From an optimization exercise on the open Yosys and OpenROAD flow, aimed at small area, a short achievable clock period and few clock cycles per item; shortcuts taken in it are not production practice. Function was checked by simulation only, so behaviour that the tests miss may differ from the original. Power figures rest on the tool's default switching activity, not on a simulated workload.

==> flow/design.v <==
`timescale 1ns / 1ps
`default_nettype none
package cpa_pkg;
   localparam int MAX_CONTAINERS = 16;
   localparam int BUFFER_BYTES   = 4096;
   localparam int HEADER_BYTES   = 16;
   localparam int ID_W  = $clog2(MAX_CONTAINERS);
   localparam int OFF_W = 12;
   localparam int BYT_W = 13;
   localparam logic [1:0] ST_CREATED = 2'd0;
   localparam logic [1:0] ST_FREED   = 2'd1;
   localparam logic [1:0] ST_REJECT  = 2'd2;
   localparam logic ACT_CREATE = 1'b0;
   localparam logic ACT_FREE   = 1'b1;
   typedef struct packed {
      logic [OFF_W-1:0] offset;
      logic [BYT_W-1:0] bytes;
   } entry_type;
endpackage
`default_nettype wire
`timescale 1ns / 1ps
`default_nettype none
module container_pool_allocator (
   input  wire logic                      clock,
   input  wire logic                      reset,
   input  wire logic                      req_valid,
   output logic                           req_ready,
   input  wire logic                      req_action,
   input  wire logic [15:0]               req_elem_count,
   input  wire logic [15:0]               req_elem_size,
   input  wire logic [3:0]                req_container_id,
   output logic                           rsp_valid,
   input  wire logic                      rsp_ready,
   output logic [1:0]                     rsp_status,
   output logic [3:0]                     rsp_result_id,
   output logic [11:0]                    rsp_region_offset
);
   localparam int NC = cpa_pkg::MAX_CONTAINERS;
   logic        q_v, q_act, q_bad;
   logic [3:0]  q_cid;
   logic [11:0] q_need;
   logic [NC-1:0][11:0] off, byt;
   logic [NC-1:0][3:0]  nx;
   logic [NC-1:0]       pres, fre;
   logic [12:0]         top;
   logic [3:0]          last;
   logic                mrg;
   logic [3:0]          mh;
   logic        r_v;
   logic [1:0]  r_st;
   logic [3:0]  r_id;
   logic [11:0] r_off;
   assign rsp_valid = r_v;
   assign rsp_status = r_st;
   assign rsp_result_id = r_id;
   assign rsp_region_offset = r_off;
   logic go, acc;
   assign go = q_v && !mrg && (!r_v || rsp_ready);
   assign req_ready = !q_v || go;
   assign acc = req_valid && req_ready;
   logic        m_zero, m_ovf, m_bad;
   logic [12:0] m_prod;
   always_comb begin
      m_zero = (req_elem_count == 16'd0) || (req_elem_size == 16'd0);
      m_ovf = 1'b0;
      for (int k = 0; k < 16; k++)
         m_ovf = m_ovf | (req_elem_count[k] & (|(req_elem_size >> ((k >= 12) ? 0 : (12 - k)))));
      m_prod = 13'(req_elem_count[11:0] * req_elem_size[11:0]);
      m_bad = m_zero || m_ovf || (m_prod > 13'd4080);
   end
   always_ff @(posedge clock) begin
      if (reset) q_v <= 1'b0;
      else if (acc) q_v <= 1'b1;
      else if (go) q_v <= 1'b0;
      if (acc) begin
         q_act <= req_action;
         q_cid <= req_container_id;
         q_need <= m_prod[11:0];
         q_bad <= m_bad;
      end
   end
   logic [NC-1:0] pf;
   assign pf = pres & fre;
   logic [NC-1:0] sp1h;
   logic [3:0]    sp;
   logic          sp_ok;
   always_comb begin
      sp = '0; sp_ok = 1'b0; sp1h = '0;
      for (int i = NC-1; i >= 0; i--)
         if (!pres[i]) begin sp = 4'(i); sp_ok = 1'b1; end
      sp1h[sp] = sp_ok;
   end
   function automatic logic ge13(input logic [12:0] a, input logic [12:0] b);
      logic gt, eqv;
      gt = 1'b0; eqv = 1'b1;
      for (int k = 12; k >= 0; k--) begin
         gt = gt | (eqv & a[k] & ~b[k]);
         eqv = eqv & ~(a[k] ^ b[k]);
      end
      ge13 = gt | eqv;
   endfunction
   logic [NC-1:0] l1h;
   always_comb begin
      l1h = '0; l1h[last] = 1'b1;
   end
   logic [12:0]   n17;
   logic [NC-1:0] eq, cand, first;
   logic          hit, f_eq, f_last;
   logic [11:0]   f_off, f_byt;
   logic [3:0]    f_id, f_nx;
   always_comb begin
      n17 = {1'b0, q_need} + 13'd17;
      for (int i = 0; i < NC; i++) begin
         eq[i] = (byt[i] == q_need);
         cand[i] = pf[i] && (eq[i] || (sp_ok && ge13({1'b0, byt[i]}, n17)));
      end
      first = cand & ~(cand - 1'b1);
      hit = |cand;
      f_off = '0; f_byt = '0; f_nx = '0; f_id = '0; f_eq = 1'b0; f_last = 1'b0;
      for (int i = 0; i < NC; i++) begin
         f_off = f_off | (off[i] & {12{first[i]}});
         f_byt = f_byt | (byt[i] & {12{first[i]}});
         f_nx = f_nx | (nx[i] & {4{first[i]}});
         f_id = f_id | (4'(i) & {4{first[i]}});
         f_eq = f_eq | (eq[i] & first[i]);
         f_last = f_last | (l1h[i] & first[i]);
      end
   end
   logic [13:0] top_sum;
   logic        top_fit;
   assign top_sum = {1'b0, top} + 14'd16 + {2'b0, q_need};
   assign top_fit = (top_sum <= 14'd4096);
   logic [3:0]  h, s, s2;
   logic        h_last, s_last, s_pf, s2_pf;
   logic [11:0] m_sum;
   always_comb begin
      h = mrg ? mh : q_cid;
      s = nx[h];
      s2 = nx[s];
      h_last = (h == last);
      s_last = (s == last);
      s_pf = pf[s];
      s2_pf = pf[s2];
      m_sum = byt[h] + 12'd16 + byt[s];
   end
   logic [3:0] pred;
   always_comb begin
      pred = '0;
      for (int j = 0; j < NC; j++)
         if (pres[j] && nx[j] == q_cid && 4'(j) != q_cid) pred = pred | 4'(j);
   end
   logic do_c, do_split, do_topc, do_f, do_ftop, do_fmid, do_abs;
   always_comb begin
      do_c = go && q_act == cpa_pkg::ACT_CREATE && !q_bad;
      do_split = do_c && hit && !f_eq;
      do_topc = do_c && !hit && top_fit && sp_ok;
      do_f = go && q_act == cpa_pkg::ACT_FREE && pres[q_cid];
      do_ftop = do_f && h_last;
      do_fmid = do_f && !h_last;
      do_abs = mrg || (do_fmid && s_pf);
   end
   logic [NC-1:0] h1h, s1h, c1h;
   always_comb begin
      h1h = '0; h1h[h] = 1'b1;
      s1h = '0; s1h[s] = 1'b1;
      c1h = '0; c1h[q_cid] = 1'b1;
   end
   logic [11:0] bus_off, bus_ba, bus_bb;
   logic [3:0]  bus_nx;
   assign bus_off = do_split ? (f_off + 12'd16 + q_need) : top[11:0];
   assign bus_ba = q_need;
   assign bus_bb = do_split ? (f_byt - 12'd16 - q_need) : m_sum;
   assign bus_nx = do_split ? f_nx : nx[s];
   logic [NC-1:0] we_off, we_ba, we_bb, we_nx, we_nsp, pres_set, pres_clr, fre_set, fre_clr;
   always_comb begin
      we_off = (do_split || do_topc) ? sp1h : '0;
      we_ba = ({NC{do_split}} & first) | ({NC{do_topc}} & sp1h);
      we_bb = ({NC{do_split}} & sp1h) | ({NC{do_abs}} & h1h);
      we_nx = ({NC{do_split}} & sp1h) | ({NC{do_abs}} & h1h);
      we_nsp = ({NC{do_split}} & first) | ({NC{do_topc && top != 13'd0}} & l1h);
      pres_set = (do_split || do_topc) ? sp1h : '0;
      pres_clr = ({NC{do_ftop}} & c1h) | ({NC{do_abs}} & s1h);
      fre_set = ({NC{do_split}} & sp1h) | ({NC{do_fmid}} & c1h);
      fre_clr = ({NC{do_c && hit}} & first) | ({NC{do_topc}} & sp1h);
   end
   logic [12:0] top_n;
   logic [3:0]  last_n, mh_n;
   logic        mrg_n;
   logic [1:0]  st_n;
   logic [3:0]  id_n;
   logic [11:0] roff_n;
   always_comb begin
      top_n = top; last_n = last; mrg_n = mrg; mh_n = mh;
      if (do_topc) begin top_n = top_sum[12:0]; last_n = sp; end
      if (do_ftop) begin top_n = top - 13'd16 - {1'b0, byt[h]}; last_n = pred; end
      if (do_split && f_last) last_n = sp;
      if (do_abs && s_last) last_n = h;
      if (mrg) mrg_n = !s_last && s2_pf;
      if (do_split && !f_last && pf[f_nx]) begin mrg_n = 1'b1; mh_n = sp; end
      if (do_fmid && s_pf && !s_last && s2_pf) begin mrg_n = 1'b1; mh_n = q_cid; end
      st_n = cpa_pkg::ST_REJECT; id_n = '0; roff_n = '0;
      if (do_c && hit) begin st_n = cpa_pkg::ST_CREATED; id_n = f_id; roff_n = f_off; end
      else if (do_topc) begin st_n = cpa_pkg::ST_CREATED; id_n = sp; roff_n = top[11:0]; end
      else if (do_f) st_n = cpa_pkg::ST_FREED;
   end
   always_ff @(posedge clock) begin
      for (int i = 0; i < NC; i++) begin
         if (we_off[i]) off[i] <= bus_off;
         if (we_bb[i]) byt[i] <= bus_bb;
         else if (we_ba[i]) byt[i] <= bus_ba;
         if (we_nx[i]) nx[i] <= bus_nx;
         else if (we_nsp[i]) nx[i] <= sp;
         if (reset) pres[i] <= 1'b0;
         else if (pres_set[i]) pres[i] <= 1'b1;
         else if (pres_clr[i]) pres[i] <= 1'b0;
         if (fre_set[i]) fre[i] <= 1'b1;
         else if (fre_clr[i]) fre[i] <= 1'b0;
      end
      if (reset) begin
         top <= '0; mrg <= 1'b0;
      end else begin
         top <= top_n; mrg <= mrg_n;
      end
      last <= last_n; mh <= mh_n;
      if (reset) r_v <= 1'b0;
      else if (go) r_v <= 1'b1;
      else if (rsp_ready) r_v <= 1'b0;
      if (go) begin
         r_st <= st_n; r_id <= id_n; r_off <= roff_n;
      end
   end
endmodule
`default_nettype wire
==> flow/run.sh <==
#!/bin/bash
# synth_recipe.tcl (not shown) runs the flow's synth.tcl, then flattens the netlist and writes it again
# the make line also repeats each setting of config.mk as NAME=value (left out here)
make -C /OpenROAD-flow-scripts/flow DESIGN_CONFIG=/design/flow/config.mk WORK_HOME=/design/flow/orfs CLKGATE_MAP_FILE= SYNTH_SCRIPT=/design/flow/synth_recipe.tcl finish
==> flow/config.mk <==
export PLATFORM = sky130hd
export DESIGN_NAME = container_pool_allocator
export DESIGN_NICKNAME = container_pool_allocator
export VERILOG_FILES = /design/flow/design.v
export SDC_FILE = /design/flow/constraint.sdc
export NUM_CORES = 4
export LEC_CHECK = 0
export ABC_AREA = 1
export CAP_MARGIN = 20
export CORE_MARGIN = 2
export CORE_UTILIZATION = 40
export SLEW_MARGIN = 20
==> flow/constraint.sdc <==
create_clock -name core_clock -period 8.0 [get_ports {clock}]
set_input_delay 1.6000 -clock core_clock [delete_from_list [all_inputs] [get_ports {clock}]]
set_output_delay 1.6000 -clock core_clock [all_outputs]
set_load 0.01 [all_outputs]
==> reports/results.ini <==
[setup_path]
cp_slowest_cell = a221oi_1
worst_path_most_repeated_cell = nand2_1
max_stage_delay_ns = 0.73
timing.reg2reg.setup_slack_ns = 0.27
r2r_start = q_need[1]
startpoint_type = register
worst_ep_arrival_time_ns = 8.11
crit_path_end_kind = register
critical-path-top-delay-family = simple AND/OR/NAND/NOR gates
timing.critical_path.required_ns = 8.38
cp_max_fo = 25
critical_path.reg2reg.endpoint = byt[131]
cp_num_buf_inv = 7
startpoint_to_endpoint_class_of_the_critical_path = reg2reg
worstRegToRegCells = 34

[route]
drt-vias-per-instance = 6.12
drc = 0
drt-met1-wl_um = 84400
top_layer = met5
wl_met3_um = 24300
drt_pass1_iterations = 6
via_count = 44500
ant_nets = 0
met2_routed_length_um = 87800
drt-wirelength-per-cell_um = 28.4
dr.first_iter.drc_count = 6110
finalWirelength_um = 207000

[finish]
antenna_cells_inserted = 0
areaGrowthSynthToFinish_pct = 11.5
n_fill_cell = 10800
mostFrequentLayoutCell = nand2_1
finish.net_count = 6065
post_route_cells_drive_above_1_share_pct = 8.67
post-route-cell-area_um2 = 48700
final_cell_mix = 1567 x nand2_1, 637 x inv_1, 492 x edfxtp_1

[sta]
setup_tns_ns = 0
slew_headroom_pct = 20.2
grt_setup_unrepaired = no
setup-violations-final = 0
hold_viol_final = 0
slew_violations = 0
period_minus_slack_ns = 7.73
achievable-frequency_mhz = 129
final.period_utilization_pct = 96.6
slew_at_the_pin_with_the_worst_max_slew_slack_ns = 1.18
setup_ws_ns = 0.274
fin_worst_skew_ns = 0.0343

[flow_run]
cap_violations = 0

[clock_tree]
holdBufCountCts = 0
clkSlewWorstSetupHoldPaths_ns = 0.06
root_buffer = clkbuf_16
source_to_sink_clock_delay_at_the_later_pin_of_the_worst_skew_pair_ns = 0.67
cts_tree = done
h-tree-depth = 3
tritoncts.num_buffers = 67
cts_buffer_depth = 3
cts_sinks = 540

[global_route]
antenna_found_initial = 2
overflow = 0
gr-usage-all-layers_pct = 36.2
grt_first_pass_wirelength_um = 295000
grt_pass1_vias = 41200
pin_count_of_the_biggest_net_entering_global_routing = 78

[power_and_ir_drop]
cellPowerDensity_nw_per_um2 = 230
irDropWorstVdd_mv = 0.172
leakagePower_uw = 0.0206

[die]
core_um2 = 109000
floorplan.initialDensity_pct = 40.3
std_cell_rows = 121
design.die.area_um2 = 112000
fp.dieH_um = 335
dieWidth_um = 335
io-pin-count = 61

[placed_design]
preCtsSetupSlack_ns = 0.338
gp_routability_congestion = 1.03
detailed_place_hpwl_um = 156000
placement.cell_area_um2 = 46300
port-buffer-count = 60

[logic_synthesis]
yosys_register_bits = 540
ys_seq_area_share_pct = 36.0
syn-num-nets = 6039
post_synth_instance_area_um2 = 43700
postSynthCellCount = 5783
ys.flop_type = edfxtp_1
synth-async-reset-ratio_pct = 0
yosysWarningCount = 1
syn-mean-instance-area_um2 = 7.56
synth_edf_count = 492
post_synth_num_cell_types = 67

[hold_path]
whs_path_depth = 2
min_to = top[0]
hold_path_class = reg2reg
timing.hold.worst.start = top[0]

[run_status]
status = finished clean

## layer usage
layer,track usage (%),up-vias
met2,54.3,2847
met1,49.4,21200
met3,8.78,503
met4,16.1,4
li1,-,20000
met5,0,-
## stage by stage
| stage | hold slack, ns | utilization [%] | instances | total power [uW] |
|---|---|---|---|---|
| after global placement | 0.505 | 42.7 | 7140 | 7950 |
| final | 0.514 | 44.9 | 7274 | 11200 |
| after floorplan | 0.476 | - | 5783 | 6480 |
| after CTS | 0.515 | 44.7 | 7261 | 11100 |
| after detailed placement | 0.505 | 42.7 | 7141 | 7980 |
| after global routing | 0.551 | 44.9 | 7274 | 11700 |
## report_power, final
group	internal, uW	switching (uW)
logic	1430	3370
registers	3230	41.7
clock network	1760	1340
## final cells by class
type	count	area (um^2)	share of cell area, %
multi-input combinational	4215	23800	48.9
sequential	540	15700	32.3
clock buffer	80	1740	3.56
tap	1414	1770	3.63
clock inverter	40	434	0.891
timing repair buffer	309	2650	5.44
inverter	676	2560	5.25
## how the worst max path moves through the flow
| stage | start | endpoint | slack [ns] | cells past startpoint |
|---|---|---|---|---|
| after floorplan | q_need[0] | off[107] | 1.39 | 49 |
| after global placement | q_need[0] | off[10] | 0.19 | 42 |
| after detailed placement | q_need[1] | off[10] | 0.34 | 31 |
| after CTS | q_need[1] | off[118] | 0.27 | 31 |
| after global routing | q_need[1] | off[155] | 0.01 | 44 |
| final | q_need[1] | byt[131] | 0.27 | 34 |
## worst min-delay path: stages (launching register included)
cell and delay (ns):
dfxtp_1 0.33, nand2_1 0.07, a31oi_1 0.06
## repair_timing
action | in CTS | in global routing
endpoints found under the hold margin | 0 | 0
setup endpoints to repair | 0 | 47
gates resized for setup | 0 | 11
setup buffers | 0 | 11
## synth_stat cells, types with 15 or more instances
library cell	number	area (um^2)
nor4_1	49	307
fa_1	54	1080
ha_1	161	2010
nand2_4	18	203
nor2_1	292	1100
xnor2_1	41	359
nand2_2	32	200
a221oi_1	68	596
inv_2	22	82.6
dfxtp_1	48	961
o221ai_1	82	718
buf_4	44	330
nand3_1	231	1160
o2111ai_1	15	131
nor3_1	88	440
buf_2	75	375
edfxtp_1	492	14800
nand4_1	91	569
o22ai_1	109	682
a31oi_1	54	338
clkbuf_1	184	691
o311ai_0	18	158
o21ai_0	327	1640
buf_6	19	214
a211oi_1	58	435
o21ai_1	262	1310
inv_1	641	2410
a21oi_1	218	1090
o211ai_1	83	623
buf_1	28	105
o21ai_4	15	244
nand2_1	1570	5890
or2_2	18	113
a22o_1	20	175
xor2_1	166	1450
## registers in the layout (all words and copies together) (netlist names), 2 cells and up
name,count
last,4
mh,4
r_id,4
nx,64
q_cid,4
r_off,12
byt,192
q_need,12
off,192
r_st,2
top,13
fre,16
pres,16
## cell families (layout without fill, tap and decap cells)
kind of cell / Yosys count / in the layout / synth area share [%]
DFF: 540 / 540 / 36.0
AOI/OAI and AO/OA: 1375 / 1375 / 19.5
and+or+nand+nor: 2418 / 2418 / 23.4
buffers and inverters: 1028 / 1105 / 9.81
adders and majority gates: 215 / 215 / 7.08
xor gates and xnor gates: 207 / 207 / 4.15
Testbench counts, summed over its fixed seeds: cycles 3,454, requests 3,200.

-- separate check: timing with driven ports --
In the flow no input, the clock included, has a driving cell. The finished layout below was timed again as built, in two steps. Step 1: set_driving_cell puts a clkbuf_16 on clock and a buf_2 on each other input, an assumption about the parent block. Step 2 moves the port delays by t, midway between the first and last clock arrival at a register: inputs arrive t later, outputs are due t later. That takes back most of the time a late clock gives input paths. a / b / c = no drivers / after step 1 / after step 2; a / b = the first two.
shift t [ns]: 0.732
slack for setup (ns): 0.274 / 0.274 / 0.274
worst setup path at the end: register to register
worst slew at a driven data input, ns: 0.04
pins driven straight from the clock port: 1
After both steps this run still meets setup and hold. The setup slack of this run moves by 0.000 ns with the drivers and by 0.000 ns with both steps.
